This design comes from an exercise in tuning for small area, a short achievable clock period and few clock cycles per item on the open sky130 flow, not from production work. At most, simulation tests tie the RTL to the original design; equivalence was not proved.

==> flow/design.v <==
module systolic_array #(
    parameter int width_p        = 8,
    parameter int array_width_p  = 8,
    parameter int array_height_p = 8
) (
    input  logic               clk_i,
    input  logic               reset_i,
    input  logic               en_i,
    input  logic               flush_i,
    input  logic               valid_i,
    input  logic [width_p-1:0] data_i,
    output logic               ready_o,
    output logic               valid_o,
    output logic [width_p-1:0] data_o,
    input  logic               yumi_i
);
    localparam int N  = 8;         
    localparam int NA = N * N;     
    localparam int ND = 7;         
    logic          ld_q;           
    logic          rdy_q;          
    logic [7:0]    cnt_q;          
    logic          av_q;           
    logic          sv_q;           
    logic [6:0]    u_q;            
    logic [2:0]    ph_q;           
    logic [6:0]    k_q;            
    logic          valid_q;
    logic [ND-1:0] dv_q;           
    logic [7:0] ain_q;
    logic [7:0] din_q;             
    logic [7:0] din3_q;            
    logic [ND-1:0][7:0] dd_q;      
    logic [ND-1:0][2:0] dt_q;      
    logic [NA-1:0][7:0] a_q;       
    logic [N-1:0][N-1:0][7:0] c_q;   
    logic [7:0] data_q;
    logic ready_q;
    assign ready_q = rdy_q;
    assign ready_o = reset_i & en_i & ready_q;
    assign valid_o = valid_q;
    assign data_o  = data_q;
    logic accept, accept_a, accept_b, first_b, flush_take, take, flushed;
    logic aligned, done_ok, load_out, shift_a, last, clr;
    logic [2:0] ph_n;
    logic [6:0] nx;
    assign accept     = en_i & valid_i & ready_q;
    assign accept_a   = accept & ~cnt_q[6];
    assign accept_b   = accept & cnt_q[6];
    assign first_b    = accept_b & (cnt_q[5:0] == 6'd0);
    assign flush_take = en_i & flush_i & ld_q;
    assign take       = en_i & yumi_i & valid_q;
    assign flushed    = ~ld_q | flush_i;
    assign ph_n       = ph_q + 3'd1;
    assign nx         = u_q + 7'(sv_q);
    logic       pick;
    logic [7:0] pick_d;
    always_comb begin
        pick   = 1'b0;
        pick_d = '0;
        if (accept_b & ((cnt_q[2:0] == ph_n) | first_b)) begin
            pick   = 1'b1;
            pick_d = data_i;
        end
        for (int s = 0; s < ND; s++) begin
            if (dv_q[s] & (dt_q[s] == ph_n)) begin
                pick   = 1'b1;
                pick_d = pick_d | dd_q[s];
            end
        end
        if (~ld_q & ~nx[6] & (nx[2:0] == ph_n)) pick = 1'b1;
    end
    assign aligned  = (ph_q + 3'd2) == k_q[2:0];
    assign done_ok  = u_q[6] | ((u_q[5:3] == 3'd7) & (u_q[2:0] > k_q[2:0]));
    assign load_out = en_i & (~valid_q | yumi_i) & flushed & ~k_q[6] & (k_q[5:3] != 3'd0 | done_ok) &
                      aligned;
    assign shift_a  = av_q | (sv_q & (u_q[2:0] == 3'd7));
    assign last     = take & k_q[6];
    assign clr      = ~nx[6] & ~nx[5] & ~nx[4] & ~nx[3] & (ph_n >= nx[2:0]);
    always_ff @(posedge clk_i or negedge reset_i) begin
        if (!reset_i) begin
            ld_q    <= 1'b1;
            rdy_q   <= 1'b1;
            cnt_q   <= '0;
            av_q    <= 1'b0;
            sv_q    <= 1'b0;
            u_q     <= '0;
            ph_q    <= '0;
            k_q     <= '0;
            valid_q <= 1'b0;
            dv_q    <= '0;
        end else begin
            av_q <= accept_a;
            sv_q <= pick;
            u_q  <= nx;
            ph_q <= first_b ? 3'd0 : ph_n;
            dv_q <= {dv_q[ND-2:0], accept_b};
            if (accept) cnt_q <= cnt_q + 8'd1;
            if (flush_take) begin
                ld_q  <= 1'b0;
                rdy_q <= 1'b0;
            end
            if (accept & (cnt_q[6:0] == 7'd127)) rdy_q <= 1'b0;
            if (load_out) begin
                k_q     <= k_q + 7'd1;
                valid_q <= 1'b1;
            end else if (take) begin
                valid_q <= 1'b0;
            end
            if (last) begin
                ld_q  <= 1'b1;
                rdy_q <= 1'b1;
                cnt_q <= '0;
                u_q   <= '0;
                k_q   <= '0;
            end
        end
    end
    always_ff @(posedge clk_i) begin
        ain_q <= data_i;
        din_q  <= pick_d;
        din3_q <= pick_d + {pick_d[6:0], 1'b0};
        dd_q  <= {dd_q[ND-2:0], data_i};
        dt_q  <= {dt_q[ND-2:0], cnt_q[2:0]};
    end
    always_ff @(posedge clk_i) begin
        if (shift_a) begin
            a_q[0] <= ain_q;
            for (int s = 1; s < NA; s++) a_q[s] <= a_q[s-1];
        end
    end
    logic [N-1:0][7:0] mac;
    for (genvar i = 0; i < N; i++) begin : g_mac
        sa_mac u_mac (.a(a_q[NA-1-N*i]), .d(din_q), .d3(din3_q), .c(c_q[i][N-1]), .y(mac[i]));
    end
    always_ff @(posedge clk_i) begin
        for (int i = 0; i < N; i++) begin
            c_q[i][0] <= mac[i];
            for (int n = 1; n < N-1; n++) c_q[i][n] <= c_q[i][n-1];
            c_q[i][N-1] <= clr ? 8'd0 : c_q[i][N-2];
        end
    end
    always_ff @(posedge clk_i) begin
        if (load_out) data_q <= c_q[k_q[5:3]][5];
    end
endmodule
module sa_mac (
    input  logic [7:0] a,
    input  logic [7:0] d,
    input  logic [7:0] d3,
    input  logic [7:0] c,
    output logic [7:0] y
);
    logic [3:0] s1, s2, s3;
    logic t1, t2, t3, t4, t5, t6, t7, t8, t9, t10, t11, t12, t13, t14, t15, t16, t17, t18, t19, t20, t21, t22, t23, t24, t25, t26, t27, t28, t29, t30, t31, t32, t33, t34, t35, t36, t37, t38, t39, t40, t41;
    logic [7:0] x0, x1;
    for (genvar m = 0; m < 4; m++) begin : g_dig
        assign s1[m] = ~a[2*m+1] &  a[2*m];
        assign s2[m] =  a[2*m+1] & ~a[2*m];
        assign s3[m] =  a[2*m+1] &  a[2*m];
    end
    assign t1 = (s1[0] & d[0]) | (s3[0] & d3[0]);
    assign t2 = (s1[0] & d[1]) | (s2[0] & d[0]) | (s3[0] & d3[1]);
    assign t3 = (s1[0] & d[2]) | (s2[0] & d[1]) | (s3[0] & d3[2]);
    assign t4 = (s1[0] & d[3]) | (s2[0] & d[2]) | (s3[0] & d3[3]);
    assign t5 = (s1[0] & d[4]) | (s2[0] & d[3]) | (s3[0] & d3[4]);
    assign t6 = (s1[0] & d[5]) | (s2[0] & d[4]) | (s3[0] & d3[5]);
    assign t7 = (s1[0] & d[6]) | (s2[0] & d[5]) | (s3[0] & d3[6]);
    assign t8 = (s1[0] & d[7]) | (s2[0] & d[6]) | (s3[0] & d3[7]);
    assign t9 = (s1[1] & d[0]) | (s3[1] & d3[0]);
    assign t10 = (s1[1] & d[1]) | (s2[1] & d[0]) | (s3[1] & d3[1]);
    assign t11 = (s1[1] & d[2]) | (s2[1] & d[1]) | (s3[1] & d3[2]);
    assign t12 = (s1[1] & d[3]) | (s2[1] & d[2]) | (s3[1] & d3[3]);
    assign t13 = (s1[1] & d[4]) | (s2[1] & d[3]) | (s3[1] & d3[4]);
    assign t14 = (s1[1] & d[5]) | (s2[1] & d[4]) | (s3[1] & d3[5]);
    assign t15 = (s1[2] & d[0]) | (s3[2] & d3[0]);
    assign t16 = (s1[2] & d[1]) | (s2[2] & d[0]) | (s3[2] & d3[1]);
    assign t17 = (s1[2] & d[2]) | (s2[2] & d[1]) | (s3[2] & d3[2]);
    assign t18 = (s1[2] & d[3]) | (s2[2] & d[2]) | (s3[2] & d3[3]);
    assign t19 = (s1[3] & d[0]) | (s3[3] & d3[0]);
    assign t20 = (s1[3] & d[1]) | (s2[3] & d[0]) | (s3[3] & d3[1]);
    assign t21 = t7 ^ t13;
    assign t22 = t7 & t13;
    assign t23 = t8 ^ t14 ^ t18;
    assign t24 = t5 ^ t11;
    assign t25 = t5 & t11;
    assign t26 = t6 ^ t12 ^ t16;
    assign t27 = (t6 & t12) | (t6 & t16) | (t12 & t16);
    assign t28 = t21 ^ t17 ^ t19;
    assign t29 = (t21 & t17) | (t21 & t19) | (t17 & t19);
    assign t30 = t23 ^ t20 ^ c[7];
    assign t31 = t3 ^ t9;
    assign t32 = t3 & t9;
    assign t33 = t4 ^ t10 ^ c[3];
    assign t34 = (t4 & t10) | (t4 & c[3]) | (t10 & c[3]);
    assign t35 = t24 ^ t15 ^ c[4];
    assign t36 = (t24 & t15) | (t24 & c[4]) | (t15 & c[4]);
    assign t37 = t26 ^ c[5] ^ t25;
    assign t38 = (t26 & c[5]) | (t26 & t25) | (c[5] & t25);
    assign t39 = t28 ^ c[6] ^ t27;
    assign t40 = (t28 & c[6]) | (t28 & t27) | (c[6] & t27);
    assign t41 = t30 ^ t22 ^ t29;
    assign x0 = {t41, t39, t37, t35, t33, t31, t2, t1};
    assign x1 = {t40, t38, t36, t34, t32, c[2], c[1], c[0]};
    logic [3:0] cy;
    assign y[0] = x0[0] ^ x1[0];
    assign cy[0] = x0[0] & x1[0];
    for (genvar b = 1; b < 4; b++) begin : g_rc
        assign y[b] = x0[b] ^ x1[b] ^ cy[b-1];
        assign cy[b] = (x0[b] & x1[b]) | (x0[b] & cy[b-1]) | (x1[b] & cy[b-1]);
    end
    assign y[7:4] = x0[7:4] + x1[7:4] + {3'd0, cy[3]};
endmodule
==> flow/config.mk <==
export PLATFORM = sky130hd
export DESIGN_NAME = systolic_array
export DESIGN_NICKNAME = systolic_array
export VERILOG_FILES = /design/flow/design.v
export SDC_FILE = /design/flow/constraint.sdc
export NUM_CORES = 4
export LEC_CHECK = 0
export CAP_MARGIN = 20
export CORE_MARGIN = 2
export CORE_UTILIZATION = 65
export CTS_BUF_LIST = sky130_fd_sc_hd__clkbuf_16
export CTS_CLUSTER_DIAMETER = 100
export CTS_CLUSTER_SIZE = 30
export SETUP_SLACK_MARGIN = 5
export SLEW_MARGIN = 20
==> flow/constraint.sdc <==
create_clock -name core_clock -period 10.0 [get_ports {clk_i}]
set_input_delay 2.0000 -clock core_clock [delete_from_list [all_inputs] [get_ports {clk_i}]]
set_output_delay 2.0000 -clock core_clock [all_outputs]
set_load 0.01 [all_outputs]
standard.sh (not shown) runs the stock make flow with config.mk's settings and CLKGATE_MAP_FILE= SYNTH_SCRIPT=/design/flow/synth_recipe.tcl, a recipe that flattens the netlist after the stock synthesis.
==> flow/flow/run.sh <==
#!/bin/bash
# The standard layout, with a tighter setup target for the repair steps and faster port buffers.
set -euo pipefail
bash standard.sh SETUP_SLACK_MARGIN=5.8 "BUFFER_PORTS_ARGS=-buffer_cell sky130_fd_sc_hd__buf_2" finish > make_finish.log 2>&1
Testbench counts at the start, summed over its fixed seeds: cycles 12,288, jobs 64.
Change:
--- a/flow/design.v
+++ b/flow/design.v
@@ -202,12 +202,11 @@
     assign t41 = t30 ^ t22 ^ t29;
     assign x0 = {t41, t39, t37, t35, t33, t31, t2, t1};
     assign x1 = {t40, t38, t36, t34, t32, c[2], c[1], c[0]};
-    logic [3:0] cy;
+    logic [7:0] cy;
     assign y[0] = x0[0] ^ x1[0];
     assign cy[0] = x0[0] & x1[0];
-    for (genvar b = 1; b < 4; b++) begin : g_rc
+    for (genvar b = 1; b < 8; b++) begin : g_rc
         assign y[b] = x0[b] ^ x1[b] ^ cy[b-1];
         assign cy[b] = (x0[b] & x1[b]) | (x0[b] & cy[b-1]) | (x1[b] & cy[b-1]);
     end
-    assign y[7:4] = x0[7:4] + x1[7:4] + {3'd0, cy[3]};
 endmodule
Via count is lower by 1.3%. Worst hold slack stays flat. Fmax hardly moves. Design area is higher by 0.57%. Clock-buffer cell count is higher by 1. Clock skew is higher by 0.011 ns.
For the second run of this note, only the layout was checked, not whether the RTL still works.

==> separate check: timing with driven ports <==
No port has a modelled driver above. Below, the same layouts with a new extraction and two added sets of constraints.
Step 1 assumes that a clkbuf_16 drives the clock port and a buf_2 every other input.
Step 2, shift: input delay + t, output delay - t, t = (earliest + latest rising clock arrival at the registers) / 2. This alone moves slack from input paths to output paths.
Slacks: ideal / step 1 / step 2; pairs: ideal / step 1.
| run | t, ns | setup slack, ns | worst setup path at the end | worst register clock-pin slew, ns | worst data-port slew with drivers (ns) |
|---|---|---|---|---|---|
| the first run | 0.667 | 5.634 / 5.549 / 5.384 | input to register | 0.12 / 0.12 | 0.12 |
| the second run | 0.671 | 5.623 / 5.538 / 5.412 | input to register | 0.11 / 0.11 | 0.12 |
After both steps every run listed still meets setup and hold. The setup slack of the first run, which loses most, moves by -0.085 ns with the drivers and by -0.250 ns with both steps.
